This is an optimization exercise on Yosys and OpenROAD, whose aim is small area, a short achievable clock period and few clock cycles, not a production implementation. RTL that was checked went through simulation tests only; none was proved equivalent to the original. No activity file was given, so power comes from the tool's default toggle rates.

## gather_along_axis_address_gen
module gather_along_axis_address_gen #(
  parameter int RANK           = 4,
  parameter int AXIS_SIZE_BITS = 16
) (
  input  logic                  clk,
  input  logic                  rst_n,
  input  logic                  cfg_we,
  input  logic [CFG_IDX_W-1:0]  cfg_index,
  input  logic [CFG_W-1:0]      cfg_wdata,
  input  logic                  in_tvalid,
  output logic                  in_tready,
  input  logic [DATA_W-1:0]     in_tdata,    
  output logic                  out_tvalid,
  input  logic                  out_tready,
  output logic [2*DATA_W-1:0]   out_tdata,   
  output logic                  out_tlast
);
export LEC_CHECK = 0
export CAP_MARGIN = 20
export CORE_MARGIN = 2
export CORE_UTILIZATION = 40
export SETUP_SLACK_MARGIN = 5
export SLEW_MARGIN = 20
create_clock -name core_clock -period 10.0 [get_ports {clk}]
run.sh (not shown) runs the stock make flow with config.mk's settings and CLKGATE_MAP_FILE= SYNTH_SCRIPT=/design/flow/synth_recipe.tcl, a recipe that flattens the netlist after the stock synthesis.
==> next run, changes <==
--- a/flow/design.v
+++ b/flow/design.v
@@ -1788,37 +1788,30 @@
     if (in_tdata[63]) begin
       in_n = (in_ho && wsum[16] && (wsum[15:0] != 16'd0)) ? wsum[15:0] : 16'd0;
     end else begin
       in_n = (in_hz && (in_tdata[15:0] < glen)) ? in_tdata[15:0] : glen - 16'd1;
     end
   end
   logic        rdy;
-  logic        a0_v, a1_v, a1_v_nxt;
+  logic        a0_v;
   logic        acc, ld_a0;
-  assign in_tready = rdy;
-  assign acc   = in_tvalid && rdy;
-  assign ld_a0 = en || !a0_v;
-  always_comb begin
-    a1_v_nxt = a1_v;
-    if (ld_a0) a1_v_nxt = 1'b0;
-    else if (acc) a1_v_nxt = 1'b1;
-  end
+  assign ld_a0     = en || !a0_v;
+  assign in_tready = rdy && ld_a0;
+  assign acc       = in_tvalid && in_tready;
   always_ff @(posedge clk) begin
     if (!rst_n) begin
       a0_v  <= 1'b0;
-      a1_v  <= 1'b0;
       rdy   <= 1'b1;
       blk_a <= 2'd0;
       blk_z <= 2'd0;
     end else begin
-      if (ld_a0) a0_v <= a1_v || acc;
-      a1_v  <= a1_v_nxt;
+      if (ld_a0) a0_v <= acc;
       blk_a <= blk_a_nxt;
       blk_z <= blk_z_nxt;
-      rdy   <= !a1_v_nxt && (blk_a_nxt == 2'd0) && (blk_z_nxt == 2'd0 || !need0);
+      rdy   <= (blk_a_nxt == 2'd0) && (blk_z_nxt == 2'd0 || !need0);
     end
   end
   logic [15:0] a_src;
   always_comb begin
     if (wr0)       a_src = wnz[2];
     else if (m_t1) a_src = sz[1];
     else           a_src = in_n;
@@ -1830,19 +1823,17 @@
     for (int k = 0; k < 8; k++) begin
       a_enc[k]      = ax[2*k+1] ^ ax[2*k];
       a_enc[8 + k]  = (ax[2*k+2] && !ax[2*k+1] && !ax[2*k]) || (!ax[2*k+2] && ax[2*k+1] && ax[2*k]);
       a_enc[16 + k] = ax[2*k+2];
     end
     a_enc[24] = a_src[15];
   end
-  logic [24:0] a0_e, a1_e;
+  logic [24:0] a0_e;
   always_ff @(posedge clk) begin
-    if (wr0 || m_t1 || (ld_a0 && !a1_v)) a0_e <= a_enc;
-    else if (ld_a0)                      a0_e <= a1_e;
-    if (!ld_a0 && acc) a1_e <= a_enc;
+    if (wr0 || m_t1 || ld_a0) a0_e <= a_enc;
   end
   logic [3:0][15:0] c;
   logic [3:0]       w;       
   logic [63:0]      p0;
   logic [47:0]      p1;
   logic [31:0]      p2;
   logic [15:0]      p3;
@@ -1883,28 +1874,23 @@
       end
     end
     if (ld[0]) p0 <= p0_d;
     if (ld[1]) p1 <= p1_d;
     if (ld[2]) p2 <= p2_d;
   end
   logic [63:0] osum;
-  logic [47:0] sg;         
+  logic [3:0]  sel;
+  logic [47:0] sg;
   always_ff @(posedge clk) begin
-    if (wr0)                    sg <= {32'd0, wnz[3]};       
-    else if (m_t1)              sg <= {16'd0, osum[31:0]};   
-    else if (m_t2 && g == 2'd0) sg <= osum[47:0];            
-    else begin
-      unique case (g)
-        2'd0:    sg <= st0;
-        2'd1:    sg <= {16'd0, st1};
-        2'd2:    sg <= {32'd0, sz[3]};
-        default: sg <= 48'd1;
-      endcase
-    end
+    if (wr0)       sel <= 4'b0100;
+    else if (m_t1) sel <= 4'b0010;
+    else           sel <= 4'b0001 << g_nxt;
   end
+  assign sg = ({48{sel[0]}} & st0) | ({48{sel[1]}} & {16'd0, st1})
+            | ({48{sel[2]}} & {32'd0, sz[3]}) | {47'd0, sel[3]};
   logic [63:0] cs_s, cs_c;
   gaag_mulcs u_mul (
     .one  (a0_e[7:0]),
     .two  (a0_e[15:8]),
     .neg  (a0_e[23:16]),
     .one8 (a0_e[24]),
     .b    (sg),
The changed run passed the timing, DRC and antenna checks.
Design area drops by a few percent.
Wire length drops by roughly a tenth.
Cell count drops by a few percent.
Clock power drops by a little under a tenth.
Clock-buffer cell count drops by 1.
Critical path depth drops by 1.
Setup slack gets worse by 0.035 ns.
Synthesized cell count drops by a few percent.
Total power drops by about a fifth.
Sequential share of layout area drops by 0.92 points.
Core utilization climbs by 0.25 points.
Non-clock buffer count climbs by 1.
Testbench counts after the change, summed over its fixed seeds: cycles 10,978.
For the first run of this note, only the layout was checked, not whether the RTL still works.

[what the ideal ports hide]
No port has a modelled driver above. Below, the same layouts with a new extraction and two added sets of constraints. Step 1 (the two cells are an assumption about what drives the block):
set clk [get_ports {clk}]
set_driving_cell -lib_cell sky130_fd_sc_hd__clkbuf_16 $clk
set_driving_cell -lib_cell sky130_fd_sc_hd__buf_2 [delete_from_list [all_inputs] $clk]
Step 2 moves the port delays by t, midway between the first and last clock arrival at a register: inputs arrive t later, outputs are due t later. That takes back most of the time a late clock gives input paths. a / b / c = ideal ports / drivers / drivers and shift; a / b = the first two.
| run | t (ns) | slack for setup (ns) | worst setup path at the end | worst register clock-pin slew, ns | pins driven straight from the clock port |
|---|---|---|---|---|---|
| the first run | 0.807 | 5.087 / 5.148 / 4.340 | input to register | 0.07 / 0.07 | 1 |
| the second run | 0.788 | 5.052 / 5.034 / 4.380 | input to register | 0.07 / 0.07 | 1 |
After both steps every run listed still meets setup and hold. For the first run, which loses most, drivers alone change the setup slack by +0.061 ns; drivers and shift together by -0.747 ns.
